This design comes from an exercise in tuning for small area, a short achievable clock period and few clock cycles per item on the open sky130 flow, not from production work. In this exercise RTL edits were held to simulation tests only and were not proved equivalent to the original.

## job 105
==> module buddy_block_allocate_core, before the edit <==
module buddy_block_allocate_core (
	input  logic                  clk,
	input  logic                  arst_n,
	input  logic                  in_valid,
	output logic                  in_ready,
	input  logic [SIZE_W-1:0]     req_size,
	output logic                  out_valid,
	input  logic                  out_ready,
	output logic [STATUS_W-1:0]   status,
	output logic [OFF_W-1:0]      block_offset,
	output logic [OUT_LVL_W-1:0]  block_level,
	input  logic                  cfg_valid,
	output logic                  cfg_ready,
	input  logic [CFG_IDX_W-1:0]  cfg_index,
	input  logic [CFG_DATA_W-1:0] cfg_data
);
	logic rdy_q;       
	logic o_vld_q;
	logic o_free;      
	logic a_req_q;
	logic a_stall;     
	logic proc;        
	assign o_free  = !o_vld_q || out_ready;
	assign a_stall = a_req_q && !o_free;
	assign proc    = a_req_q && o_free;
	logic              n_req, n_cfg0, n_cfg1, n_any;
	logic [4:0]        n_data;
	logic [4:0]        in_lead;
	logic              in_lower;
	bba_cell u_lead (
		.size  (req_size),
		.lead  (in_lead),
		.lower (in_lower)
	);
	assign in_ready  = rdy_q;
	assign cfg_ready = rdy_q;
	assign n_req  = in_valid && rdy_q;
	assign n_cfg0 = cfg_valid && rdy_q && (cfg_index == REG_MIN_LOG2);
	assign n_cfg1 = cfg_valid && rdy_q && (cfg_index == REG_TOP_LEVEL);
	assign n_any  = n_req || n_cfg0 || n_cfg1;
	assign n_data = cfg_valid ? cfg_data : in_lead;
	logic              r_req_q, r_cfg0_q, r_cfg1_q;
	logic [4:0]        r_data_q;    
	logic              r_lower_q;   
	logic              k_vld_q;
	logic              k_req_q, k_cfg0_q, k_cfg1_q;
	logic [4:0]        k_data_q;
	logic              k_lower_q;
	logic              r_any;
	logic              r_load;
	logic              k_vld_d;
	assign r_any   = r_req_q || r_cfg0_q || r_cfg1_q;
	assign r_load  = !a_stall || !r_any;
	assign k_vld_d = a_stall && r_any && (k_vld_q || n_any);
	always_ff @(posedge clk or negedge arst_n) begin
		if (!arst_n) begin
			r_req_q  <= 1'b0;
			r_cfg0_q <= 1'b0;
			r_cfg1_q <= 1'b0;
			k_vld_q  <= 1'b0;
			rdy_q    <= 1'b0;
		end else begin
			if (r_load) begin
				r_req_q  <= k_vld_q ? k_req_q  : n_req;
				r_cfg0_q <= k_vld_q ? k_cfg0_q : n_cfg0;
				r_cfg1_q <= k_vld_q ? k_cfg1_q : n_cfg1;
			end
			k_vld_q <= k_vld_d;
			rdy_q   <= !k_vld_d;
		end
	end
	always_ff @(posedge clk) begin
		if (r_load) begin
			r_data_q  <= k_vld_q ? k_data_q  : n_data;
			r_lower_q <= k_vld_q ? k_lower_q : in_lower;
		end
		if (!k_vld_q) begin
			k_req_q   <= n_req;
			k_cfg0_q  <= n_cfg0;
			k_cfg1_q  <= n_cfg1;
			k_data_q  <= n_data;
			k_lower_q <= in_lower;
		end
	end
	logic [MLOG2_W-1:0] mlog2_q;
	logic [TOP_W-1:0]   top_q;
	logic [LEVELS-1:0]  f_ge;
	bba_fit u_fit (
		.lead      (r_data_q),
		.lower     (r_lower_q),
		.min_log2  (mlog2_q),
		.ge        (f_ge)
	);
	always_ff @(posedge clk or negedge arst_n) begin
		if (!arst_n) begin
			mlog2_q <= MLOG2_RST;
			top_q   <= TOP_RST;
		end else if (!a_stall) begin
			if (r_cfg0_q)
				mlog2_q <= r_data_q[MLOG2_W-1:0];
			if (r_cfg1_q)
				top_q <= r_data_q[TOP_W-1:0];
		end
	end
	logic              a_init_q;
	logic [LEVELS-1:0] a_ge_q;      
	always_ff @(posedge clk or negedge arst_n) begin
		if (!arst_n) begin
			a_req_q  <= 1'b0;
			a_init_q <= 1'b0;
		end else if (!a_stall) begin
			a_req_q  <= r_req_q;
			a_init_q <= r_cfg0_q || r_cfg1_q;
		end
	end
	always_ff @(posedge clk) begin
		if (!a_stall)
			a_ge_q <= f_ge;
	end
	logic [LEVELS-1:0] vld_q;
	logic [UNIT_W-1:0] off_w [LEVELS];    
	logic [LEVELS-1:0] avail;
	logic [LEVELS-1:0] pre;               
	logic [LEVELS-1:0] src;               
	logic [LEVELS-1:0] push;              
	logic              found;
	logic [UNIT_W-1:0] src_off;
	logic [UNIT_W-1:0] new_off;
	logic [UNIT_W-1:0] below_top;
	logic [LEVELS-1:0] top_hot;
	assign avail = vld_q & a_ge_q;
	always_comb begin
		pre[0] = avail[0];
		for (int k = 1; k < LEVELS; k++)
			pre[k] = pre[k-1] | avail[k];
	end
	assign found = pre[LEVELS-1];
	assign src   = avail & ~{pre[LEVELS-2:0], 1'b0};
	assign push  = a_ge_q & ~pre & {LEVELS{found}};
	always_comb begin
		for (int i = 0; i < UNIT_W; i++) begin
			src_off[i] = 1'b0;
			for (int k = 0; k < UNIT_W; k++)
				if (k < i) src_off[i] = src_off[i] | (src[k] & off_w[k][i]);
		end
	end
	assign new_off = ~pre[UNIT_W-1:0] | src_off;
	always_comb begin
		for (int k = 0; k < LEVELS; k++)
			top_hot[k] = (top_q == LVL_W'(k));
		for (int i = 0; i < UNIT_W; i++)
			below_top[i] = (LVL_W'(i) < top_q);
	end
	always_ff @(posedge clk or negedge arst_n) begin
		if (!arst_n)
			vld_q <= LEVELS'(1) << TOP_RST;
		else if (a_init_q)
			vld_q <= top_hot;
		else if (proc)
			vld_q <= (vld_q & ~src) | push;
	end
	for (genvar j = 0; j < LEVELS; j++) begin : g_lvl
		if (j < UNIT_W - 1) begin : g_off
			logic [UNIT_W-1:j+1] off_q;
			always_ff @(posedge clk) begin
				if (proc && push[j])
					off_q <= new_off[UNIT_W-1:j+1];
			end
			assign off_w[j] = {off_q, (j + 1)'(0)};
		end else begin : g_none
			assign off_w[j] = '0;
		end
	end
	logic [LVL_W-1:0]    want;
	logic                too_large;
	logic [STATUS_W-1:0] res_st;
	logic [LVL_W-1:0]    res_lvl;
	logic [UNIT_W-1:0]   res_off;
	always_comb begin
		want = '0;
		for (int k = LEVELS - 1; k >= 0; k--)
			if (a_ge_q[k])
				want = LVL_W'(k);
	end
	assign too_large = !a_ge_q[top_q];
	assign res_st    = too_large ? ST_TOO_LARGE : (found ? ST_GRANT : ST_NO_MEM);
	assign res_lvl   = found ? want : '0;
	assign res_off   = (src_off | push[UNIT_W-1:0]) & below_top;
	logic [STATUS_W-1:0]  o_st_q;
	logic [LVL_W-1:0]     o_lvl_q;
	logic [OFF_W-1:0]     o_off_q;
	always_ff @(posedge clk or negedge arst_n) begin
		if (!arst_n)
			o_vld_q <= 1'b0;
		else if (o_free)
			o_vld_q <= a_req_q;
	end
	always_ff @(posedge clk) begin
		if (o_free) begin
			o_st_q  <= res_st;
			o_lvl_q <= res_lvl;
			o_off_q <= OFF_W'(res_off) << mlog2_q;
		end
	end
	assign out_valid    = o_vld_q;
	assign status       = o_st_q;
	assign block_level  = o_lvl_q;
	assign block_offset = o_off_q;
endmodule
Settings: LEC_CHECK=0, ABC_AREA=1, CAP_MARGIN=20, CORE_MARGIN=2, CORE_UTILIZATION=60, CTS_BUF_LIST=sky130_fd_sc_hd__clkbuf_8, CTS_CLUSTER_DIAMETER=60, CTS_CLUSTER_SIZE=14, SLEW_MARGIN=20; clock period 10.0 ns.
standard.sh (not shown) runs the stock make flow with config.mk's settings and CLKGATE_MAP_FILE= SYNTH_SCRIPT=/design/flow/synth_recipe.tcl, a recipe that flattens the netlist after the stock synthesis.
==> flow/flow/run.sh <==
#!/bin/bash
set -euo pipefail
SETUP_MARGIN=6.5
bash standard.sh SETUP_SLACK_MARGIN=$SETUP_MARGIN \
	"BUFFER_PORTS_ARGS=-buffer_cell sky130_fd_sc_hd__buf_1" finish > flow.log 2>&1
test -s out/final.def
Testbench counts of job 105, summed over its fixed seeds: cycles 2,462, items 2,304.
diff inputs: job 105 => job 103
--- a/flow/design.v
+++ b/flow/design.v
@@ -185,11 +185,11 @@
 	logic              a_init_q;
 	logic [LEVELS-1:0] a_ge_q;      
 	always_ff @(posedge clk or negedge arst_n) begin
 		if (!arst_n) begin
 			a_req_q  <= 1'b0;
-			a_init_q <= 1'b0;
+			a_init_q <= 1'b1;
 		end else if (!a_stall) begin
 			a_req_q  <= r_req_q;
 			a_init_q <= r_cfg0_q || r_cfg1_q;
 		end
 	end
@@ -229,14 +229,12 @@
 		for (int k = 0; k < LEVELS; k++)
 			top_hot[k] = (top_q == LVL_W'(k));
 		for (int i = 0; i < UNIT_W; i++)
 			below_top[i] = (LVL_W'(i) < top_q);
 	end
-	always_ff @(posedge clk or negedge arst_n) begin
-		if (!arst_n)
-			vld_q <= LEVELS'(1) << TOP_RST;
-		else if (a_init_q)
+	always_ff @(posedge clk) begin
+		if (a_init_q)
 			vld_q <= top_hot;
 		else if (proc)
 			vld_q <= (vld_q & ~src) | push;
 	end
 	for (genvar j = 0; j < LEVELS; j++) begin : g_lvl
--- outcome ---
Total of plain and repair buffers excluding clock buffers grows by a few percent when moving from job 105 to job 103.
Pin count of the biggest net entering global routing: job 103 vs job 105 down 7
Re simple-gate share of the synthesized area: job 103 and job 105 aren't equal, and the lower value belongs to job 103.
Looking at actual transition at the worst max-transition pin, job 103 sits 35 ps higher than job 105 does.
Between job 105 and job 103, the number of antenna repair diodes does not differ in any meaningful way.
Taking job 105 as the reference, in job 103 effective utilization at floorplan went down 0.28 points; design area went down 0.40%; final net count went down 1.1%; wire length went up 340 µm.
Share of layout cells above drive strength 1 delta for job 103 relative to job 105: 0.60 points higher
Against job 105, job 103 comes in 7.7 points lower on fraction of registers with async set/reset.
Measured against each other, job 103 and job 105 differ in area after synthesis, the higher figure coming from job 105.
On layout overhead on the synthesized area, the higher figure sits with job 103, not job 105.
| global-route usage | lower: job 105 |
Testbench counts of job 103, summed over its fixed seeds: cycles 2,462, items 2,304.

==> what the ideal ports hide <==
No port has a modelled driver above. Below, the same layouts with a new extraction and two added sets of constraints.
Step 1 sets driving cells, clkbuf_16 on the clock port and buf_2 on the other inputs (assumed; they add their load-dependent delay and slew).
Step 2, shift: input delay + t, output delay - t, t = (earliest + latest rising clock arrival at the registers) / 2. This alone moves slack from input paths to output paths.
a / b / c = ideal ports / drivers / drivers and shift; a / b = the first two.
run	t, ns	slack for setup (ns)	worst hold slack (ns)	worst setup path at the end
job 105	0.550	6.676 / 6.690 / 6.141	0.470 / 0.470 / 0.470	input to register
job 103	0.550	6.689 / 6.708 / 6.158	0.472 / 0.472 / 0.472	input to register
After both steps every run listed still meets setup and hold. For job 105, which loses most, drivers alone change the setup slack by +0.014 ns; drivers and shift together by -0.535 ns.
